Background: an optimization exercise with open tools, aiming at small area, a short achievable clock period and few clock cycles per item. Do not read the settings as production practice. The RTL was checked by simulation tests, not by an equivalence proof against the original design. Power and IR drop assume default switching activity.

05-07:
==> flow/design.v <==
module data_mem_responder #(
  parameter int ADDR_W = 8
) (
  input  logic              clk,
  input  logic              reset,
  input  logic              req_valid,
  output logic              req_ready,
  input  logic              req_we,
  input  logic [1:0]        req_whb,
  input  logic              req_signed,
  input  logic [ADDR_W-1:0] req_addr,
  input  logic [31:0]       req_wdata,
  output logic              rsp_valid,
  output logic [31:0]       rsp_rdata,
  output logic              rsp_err
);
  localparam int ROW_W = ADDR_W - 2;    
  localparam int ROWS  = 2 ** ROW_W;
  assign req_ready = 1'b1;
  assign rsp_err   = 1'b0;
  logic       a_v;
  logic       a_load;
  logic [1:0] a_whb;
  logic       a_sgn;
  logic [1:0] a_off;
  logic [7:0] a_hi [4];      
  logic [7:0] a_lo [4];      
  logic [3:0] a_wr;          
  logic [7:0] a_wb [4];
  logic [7:0] hi0, lo0, hi1, lo1;
  assign hi0 = 8'd1 << req_addr[7:5];
  assign lo0 = 8'd1 << req_addr[4:2];
  assign lo1 = {lo0[6:0], lo0[7]};
  assign hi1 = lo0[7] ? {hi0[6:0], hi0[7]} : hi0;
  always_ff @(posedge clk) begin
    a_v    <= req_valid & ~reset;
    a_load <= ~req_we;
    a_whb  <= req_whb;
    a_sgn  <= req_signed;
    a_off  <= req_addr[1:0];
  end
  for (genvar b = 0; b < 4; b++) begin : g_a
    logic [1:0] idx;     
    logic       nxt;     
    logic       wr;
    logic [7:0] lo;
    assign idx = 2'(b) - req_addr[1:0];
    assign nxt = 2'(b) < req_addr[1:0];
    assign lo  = nxt ? lo1 : lo0;
    always_comb begin
      case (req_whb)
        2'b00:   wr = (idx == 2'd0);
        2'b01:   wr = ~idx[1];
        default: wr = 1'b1;
      endcase
      wr = wr & req_valid & ~reset & req_we;
    end
    always_ff @(posedge clk) begin
      a_hi[b]  <= nxt ? hi1 : hi0;
      a_lo[b]  <= lo;
      a_wr[b]  <= wr;
      a_wb[b]  <= req_wdata[8*idx +: 8];
    end
  end
  logic       b_v;
  logic       b_load;
  logic [1:0] b_whb;
  logic       b_sgn;
  logic [1:0] b_off;
  logic [7:0] b_raw [4];
  always_ff @(posedge clk) begin
    b_v    <= a_v & ~reset;
    b_load <= a_load;
    b_whb  <= a_whb;
    b_sgn  <= a_sgn;
    b_off  <= a_off;
  end
  for (genvar b = 0; b < 4; b++) begin : g_bank
    logic [8*ROWS-1:0] mem;
    logic [7:0]        low;      
    assign low = a_lo[b] & {8{a_wr[b]}};
    logic [7:0]        rd;
    for (genvar r = 0; r < ROWS; r++) begin : g_row
      logic       we, hold;
      logic [7:0] nxt;
      assign we   = a_hi[b][r / 8] & low[r % 8];
      assign hold = ~a_hi[b][r / 8] | ~low[r % 8];
      for (genvar k = 0; k < 8; k++) begin : g_k
        dmr_hold u_h (.we(we), .hold(hold), .d(a_wb[b][k]), .q(mem[8*r + k]),
                      .y(nxt[k]));
      end
      always_ff @(posedge clk) mem[8*r +: 8] <= nxt;
    end
    for (genvar k = 0; k < 8; k++) begin : g_bit
      logic [7:0] grp;
      for (genvar g = 0; g < 8; g++) begin : g_grp
        logic [7:0] col;
        for (genvar i = 0; i < 8; i++) begin : g_i
          assign col[i] = mem[8*(8*g + i) + k];
        end
        dmr_sel8 u_lo (.d(col), .s(a_lo[b]), .y(grp[g]));
      end
      dmr_sel8 u_hi (.d(grp), .s(a_hi[b]), .y(rd[k]));
    end
    always_ff @(posedge clk) b_raw[b] <= rd;
  end
  logic [31:0] al;
  logic [31:0] ld;
  for (genvar j = 0; j < 4; j++) begin : g_c
    assign al[8*j +: 8] = b_raw[2'(j) + b_off];
  end
  always_comb begin
    case (b_whb)
      2'b00:   ld = {{24{b_sgn & al[7]}},  al[7:0]};
      2'b01:   ld = {{16{b_sgn & al[15]}}, al[15:0]};
      default: ld = al;
    endcase
  end
  always_ff @(posedge clk) begin
    rsp_valid <= b_v & ~reset;
    rsp_rdata <= b_load ? ld : 32'd0;
  end
endmodule
module dmr_sel8 (
  input  logic [7:0] d,
  input  logic [7:0] s,
  output logic       y
);
  logic n0, n1, n2;
  dmr_aoi222 u0 (.a(d[2:0]), .b(s[2:0]), .y(n0));
  dmr_aoi222 u1 (.a(d[5:3]), .b(s[5:3]), .y(n1));
  assign n2 = ~((d[6] & s[6]) | (d[7] & s[7]));
  assign y  = ~(n0 & n1 & n2);
endmodule
module dmr_aoi222 (
  input  logic [2:0] a,
  input  logic [2:0] b,
  output logic       y
);
  assign y = ~|(a & b);
endmodule
module dmr_hold (
  input  logic we,
  input  logic hold,
  input  logic d,
  input  logic q,
  output logic y
);
  assign y = (we & d) | (hold & q);
endmodule
Settings: LEC_CHECK=0, CAP_MARGIN=20, CORE_MARGIN=2, CORE_UTILIZATION=55, PLACE_DENSITY=0.68, SLEW_MARGIN=20, SYNTH_HIERARCHICAL=1, SYNTH_MINIMUM_KEEP_SIZE=0; clock period 8.0 ns.
standard.sh (not shown) runs the stock make flow with config.mk's settings and CLKGATE_MAP_FILE= SYNTH_SCRIPT=/design/flow/synth_recipe.tcl, a recipe that flattens the netlist after the stock synthesis.
==> flow/flow/run.sh <==
#!/bin/bash
# Layout flow: the standard ORFS flow (standard.sh, unchanged synthesis),
# with three settings changed through the environment:
#   - port buffers are buf_2 cells (the default pick is a delay cell),
#   - CTS clusters up to 27 sinks within 110 um and adds no dummy loads,
#   - setup repair aims for 5.3 ns of slack at the 8 ns clock.
# The whole output goes to standard_flow.log here; ORFS's per-step logs are
# under orfs/logs.
set -euo pipefail
export BUFFER_PORTS_ARGS="-buffer_cell sky130_fd_sc_hd__buf_2"
export CTS_ARGS="-sink_clustering_enable -repair_clock_nets -dont_use_dummy_load -sink_clustering_size 27 -sink_clustering_max_diameter 110"
export SETUP_SLACK_MARGIN=5.3
bash standard.sh > standard_flow.log 2>&1
05-07: all stages complete, timing, DRC and antenna checks passed
Testbench counts of 05-07, summed over its fixed seeds: cycles 12,024, requests 12,000.
Relative to 05-07, the following input files were edited for 05-25:
-- flow/design.v --
<<< 05-07, line 101
        dmr_sel8 u_lo (.d(col), .s(a_lo[b]), .y(grp[g]));
      end
      dmr_sel8 u_hi (.d(grp), .s(a_hi[b]), .y(rd[k]));
    end
    always_ff @(posedge clk) b_raw[b] <= rd;
>>> 05-25, line 101
        dmr_sel8 u_lo (.d(col), .s(a_lo[b]), .y(grp[g]));
      end
      dmr_sel8_2l u_hi (.d(grp), .s(a_hi[b]), .y(rd[k]));
    end
    always_ff @(posedge clk) b_raw[b] <= rd;
<<< 05-07, line 121
    rsp_rdata <= b_load ? ld : 32'd0;
  end
endmodule
module dmr_sel8 (
>>> 05-25, line 121
    rsp_rdata <= b_load ? ld : 32'd0;
  end
endmodule
module dmr_sel8_2l (
  input  logic [7:0] d,
  input  logic [7:0] s,
  output logic       y
);
  assign y = |(d & s);
endmodule
module dmr_sel8 (
### Flow results
- Diff 05-07 -> 05-25 | multi-input combinational cell count | increase of 32
- [compare] base=05-07 new=05-25: critical path depth in cells rose by 4, global-route wire length before repair now sits lower.
- For total of fill cells in the finished design, 05-25 and 05-07 come out practically identical.
- There was hardly any difference in internal power component between 05-25 and 05-07.
Testbench counts of 05-25, summed over its fixed seeds: cycles 12,024, requests 12,000.

-- re-timing with driven ports --
Ports are ideal in the flow. The routed layouts listed here were re-timed in OpenROAD.
Step 1, drivers: a clkbuf_16 drives clk and a buf_2 each remaining input, both assumed.
Step 2 times the ports against the registers' clock, not the clock port: input delays grow and output delays shrink by t, the midpoint of the rising clock arrivals with the driver on.
Three values: ideal, step 1, step 2; two values: the first two.
| run | shift t [ns] | setup slack, ns | worst register clock-pin slew, ns |
|---|---|---|---|
| 05-07 | 0.813 | 5.199 / 5.113 / 4.632 | 0.11 / 0.11 |
| 05-25 | 0.787 | 5.189 / 5.132 / 4.720 | 0.11 / 0.11 |
After both steps every run listed still meets setup and hold. For 05-07, which loses most, drivers alone change the setup slack by -0.086 ns; drivers and shift together by -0.567 ns.
